Background: an optimization exercise with open tools, aiming at small area and a short achievable clock period. Do not read the settings as production practice. In this exercise RTL edits were held to simulation tests only and were not proved equivalent to the original. Power is estimated from default activity; no workload was simulated.

Setup of run 1:
==> flow/design.v (excerpt) <==
module pattern_driver_top (
  input  logic                            user_clock2_i,
  input  logic                            reset_i,
  input  logic                            sclk_i,
  input  logic                            mosi_i,
  input  logic                            ss_n_i,
  input  logic                            control_trigger_i,
  input  logic                            latch_data_i,
  output logic [2*8-1:0]    driver_io_o,
  output logic                            update_cycle_complete_o
);
For scale: ~2300 cells after synthesis, ~24 I/O pins.
Settings: LEC_CHECK=0, CAP_MARGIN=20, CORE_MARGIN=2, CORE_UTILIZATION=55, CTS_BUF_LIST=sky130_fd_sc_hd__clkbuf_16, CTS_CLUSTER_DIAMETER=100, CTS_CLUSTER_SIZE=25, PLACE_DENSITY=0.7, SETUP_SLACK_MARGIN=3.1, SLEW_MARGIN=20; clock period 5.0 ns.
run.sh (not shown) runs the stock make flow with config.mk's settings and CLKGATE_MAP_FILE= SYNTH_SCRIPT=/design/flow/synth_recipe.tcl, a recipe that flattens the netlist after the stock synthesis.
#### Input delta (run 2 over run 1)
# run 1
export LEC_CHECK = 0
export CAP_MARGIN = 20
export CORE_MARGIN = 2
export CORE_UTILIZATION = 55
export CTS_BUF_LIST = sky130_fd_sc_hd__clkbuf_16
export CTS_CLUSTER_DIAMETER = 100
export CTS_CLUSTER_SIZE = 25
export PLACE_DENSITY = 0.7
export SETUP_SLACK_MARGIN = 3.1
export SLEW_MARGIN = 20
create_clock -name core_clock -period 5.0 [get_ports {user_clock2_i}]
# run 2
export LEC_CHECK = 0
export CAP_MARGIN = 20
export CORE_MARGIN = 2
export CORE_UTILIZATION = 55
export CTS_BUF_LIST = sky130_fd_sc_hd__clkbuf_16
export CTS_CLUSTER_DIAMETER = 100
export CTS_CLUSTER_SIZE = 30
export PLACE_DENSITY = 0.7
export SETUP_SLACK_MARGIN = 3.1
export SLEW_MARGIN = 20
create_clock -name core_clock -period 5.0 [get_ports {user_clock2_i}]
==> summary.txt <==
Run 2 consumes less power than run 1 does. From run 2 to run 1, net count of the mapped netlist did not move at all. Diff run 1 -> run 2 | minimum setup slack in the final design | decrease of 0.0042 ns. The part of the power in registers of run 2 exceeds that of run 1 by 0.9 points. From run 2 to run 1, sequential area share after synthesis did not move at all. Run 2 vs. run 1: TritonCTS sink count held, register clock-pin slew on the reported worst setup and hold paths held. Between run 2 and run 1, the difference in hold slack is negligible. Run 2: count of clock-buffer cells in the layout lower than run 1. Lower detailed-route wire length among run 2 and run 1: run 2.
Modified inputs, run 3 compared to run 2
# run 2
export LEC_CHECK = 0
export CAP_MARGIN = 20
export CORE_MARGIN = 2
export CORE_UTILIZATION = 55
export CTS_BUF_LIST = sky130_fd_sc_hd__clkbuf_16
export CTS_CLUSTER_DIAMETER = 100
export CTS_CLUSTER_SIZE = 30
export PLACE_DENSITY = 0.7
export SETUP_SLACK_MARGIN = 3.1
export SLEW_MARGIN = 20
create_clock -name core_clock -period 5.0 [get_ports {user_clock2_i}]
# run 3
export LEC_CHECK = 0
export CAP_MARGIN = 20
export CORE_MARGIN = 2
export CORE_UTILIZATION = 55
export CTS_BUF_LIST = sky130_fd_sc_hd__clkbuf_16
export CTS_CLUSTER_DIAMETER = 100
export CTS_CLUSTER_SIZE = 25
export PLACE_DENSITY = 0.7
export SETUP_SLACK_MARGIN = 3.2
export SLEW_MARGIN = 20
export TNS_END_PERCENT = 5
create_clock -name core_clock -period 5.0 [get_ports {user_clock2_i}]
Run 2: flow completed, timing, DRC and antenna clean
Run 3: full flow OK, the timing, design-rule and antenna checks passed
From run 2 to run 3 the numbers moved as follows: area used by multi-input combinational logic fell by about 6.6%, fmax now smaller, final instance area has decreased, via count moved up, flop-to-flop setup slack -0.10 ns.
Per the comparison of run 3 with run 2, count of placed standard cells in the final layout, fillers left out stayed essentially flat, synthesized cell count stayed essentially flat.
Side by side, register share of total power turned out lower in run 3 than in run 2.
Multi-input combinational cell count across run 2 and run 3: no real change.
Input changes introduced in run 4 (baseline for comparison: run 3):
# run 3
export LEC_CHECK = 0
export CAP_MARGIN = 20
export CORE_MARGIN = 2
export CORE_UTILIZATION = 55
export CTS_BUF_LIST = sky130_fd_sc_hd__clkbuf_16
export CTS_CLUSTER_DIAMETER = 100
export CTS_CLUSTER_SIZE = 25
export PLACE_DENSITY = 0.7
export SETUP_SLACK_MARGIN = 3.2
export SLEW_MARGIN = 20
export TNS_END_PERCENT = 5
create_clock -name core_clock -period 5.0 [get_ports {user_clock2_i}]
# run 4
export LEC_CHECK = 0
export CAP_MARGIN = 20
export CORE_MARGIN = 2
export CORE_UTILIZATION = 55
export CTS_BUF_LIST = sky130_fd_sc_hd__clkbuf_16
export CTS_CLUSTER_DIAMETER = 100
export CTS_CLUSTER_SIZE = 25
export PLACE_DENSITY = 0.7
export SETUP_SLACK_MARGIN = 3.1
export SLEW_MARGIN = 20
export TNS_END_PERCENT = 5
create_clock -name core_clock -period 5.0 [get_ports {user_clock2_i}]
Notes after the runs:
- For clock buffer and inverter area fraction after layout, run 3 and run 4 come out practically identical.
- Leakage power: run 3 vs run 4, no meaningful difference
- The slack of the critical path of run 4 exceeds that of run 3 by 0.0035 ns.
Setup changes, run 4 to run 5
# run 4
export LEC_CHECK = 0
export CAP_MARGIN = 20
export CORE_MARGIN = 2
export CORE_UTILIZATION = 55
export CTS_BUF_LIST = sky130_fd_sc_hd__clkbuf_16
export CTS_CLUSTER_DIAMETER = 100
export CTS_CLUSTER_SIZE = 25
export PLACE_DENSITY = 0.7
export SETUP_SLACK_MARGIN = 3.1
export SLEW_MARGIN = 20
export TNS_END_PERCENT = 5
create_clock -name core_clock -period 5.0 [get_ports {user_clock2_i}]
# run 5
export LEC_CHECK = 0
export CAP_MARGIN = 20
export CORE_MARGIN = 2
export CORE_UTILIZATION = 55
export CTS_BUF_LIST = sky130_fd_sc_hd__clkbuf_16
export CTS_CLUSTER_DIAMETER = 100
export CTS_CLUSTER_SIZE = 25
export PLACE_DENSITY = 0.7
export SETUP_SLACK_MARGIN = 3.1
export SLEW_MARGIN = 20
export TNS_END_PERCENT = 15
create_clock -name core_clock -period 5.0 [get_ports {user_clock2_i}]
--- outcome ---
Per the comparison of run 5 with run 4, number of fillers in the final layout comparable, setup slack of the critical path after layout comparable.
For routed wirelength normalized by instance count, run 5 and run 4 come out practically identical.
Between run 5 and run 4, the difference in overall routed net length is negligible.
Where vias after detailed routing is concerned, run 4 is better than run 5.
Edits applied to the flow inputs when going from run 5 to run 6:
# run 5
export LEC_CHECK = 0
export CAP_MARGIN = 20
export CORE_MARGIN = 2
export CORE_UTILIZATION = 55
export CTS_BUF_LIST = sky130_fd_sc_hd__clkbuf_16
export CTS_CLUSTER_DIAMETER = 100
export CTS_CLUSTER_SIZE = 25
export PLACE_DENSITY = 0.7
export SETUP_SLACK_MARGIN = 3.1
export SLEW_MARGIN = 20
export TNS_END_PERCENT = 15
create_clock -name core_clock -period 5.0 [get_ports {user_clock2_i}]
# run 6
export LEC_CHECK = 0
export CAP_MARGIN = 20
export CORE_MARGIN = 2
export CORE_UTILIZATION = 55
export CTS_BUF_LIST = sky130_fd_sc_hd__clkbuf_16
export CTS_CLUSTER_DIAMETER = 100
export CTS_CLUSTER_SIZE = 25
export PLACE_DENSITY = 0.7
export SETUP_SLACK_MARGIN = 3.3
export SLEW_MARGIN = 20
create_clock -name core_clock -period 5.0 [get_ports {user_clock2_i}]
==> summary.txt <==
- Compared with run 5, in run 6 switching part of the total essentially unchanged, post-layout worst setup margin rose 0.019 ns.
- Going from run 5 to run 6, met1 usage in global routing grew by 1.3 points; total area of multi-input combinational cells grew by about 30%.
- Run 6 was carried through to the last stage, and its layout satisfied the timing, design-rule and antenna checks.

[static timing again, ports no longer ideal]
Ports are ideal in the flow. The routed layouts listed here were re-timed in OpenROAD.
Step 1 assumes that a clkbuf_16 drives the clock port and a buf_2 every other input.
Step 2 times the ports against the registers' clock, not the clock port: input delays grow and output delays shrink by t, the midpoint of the rising clock arrivals with the driver on.
Slacks: ideal ports / drivers / drivers and shift; pairs: ideal ports / drivers.
| run | shift t [ns] | slack for setup (ns) | slew at the worst register clock pin (ns) |
|---|---|---|---|
| run 1 | 0.674 | 2.931 / 2.868 / 2.475 | 0.10 / 0.10 |
| run 2 | 0.680 | 2.927 / 2.860 / 2.462 | 0.12 / 0.12 |
| run 3 | 0.691 | 2.910 / 2.842 / 2.447 | 0.10 / 0.10 |
| run 4 | 0.689 | 2.913 / 2.843 / 2.354 | 0.10 / 0.10 |
| run 5 | 0.686 | 2.914 / 2.846 / 2.481 | 0.10 / 0.10 |
| run 6 | 0.678 | 2.932 / 2.866 / 2.530 | 0.10 / 0.10 |
After both steps every run listed still meets setup and hold. For run 4, which loses most, drivers alone change the setup slack by -0.070 ns; drivers and shift together by -0.559 ns.
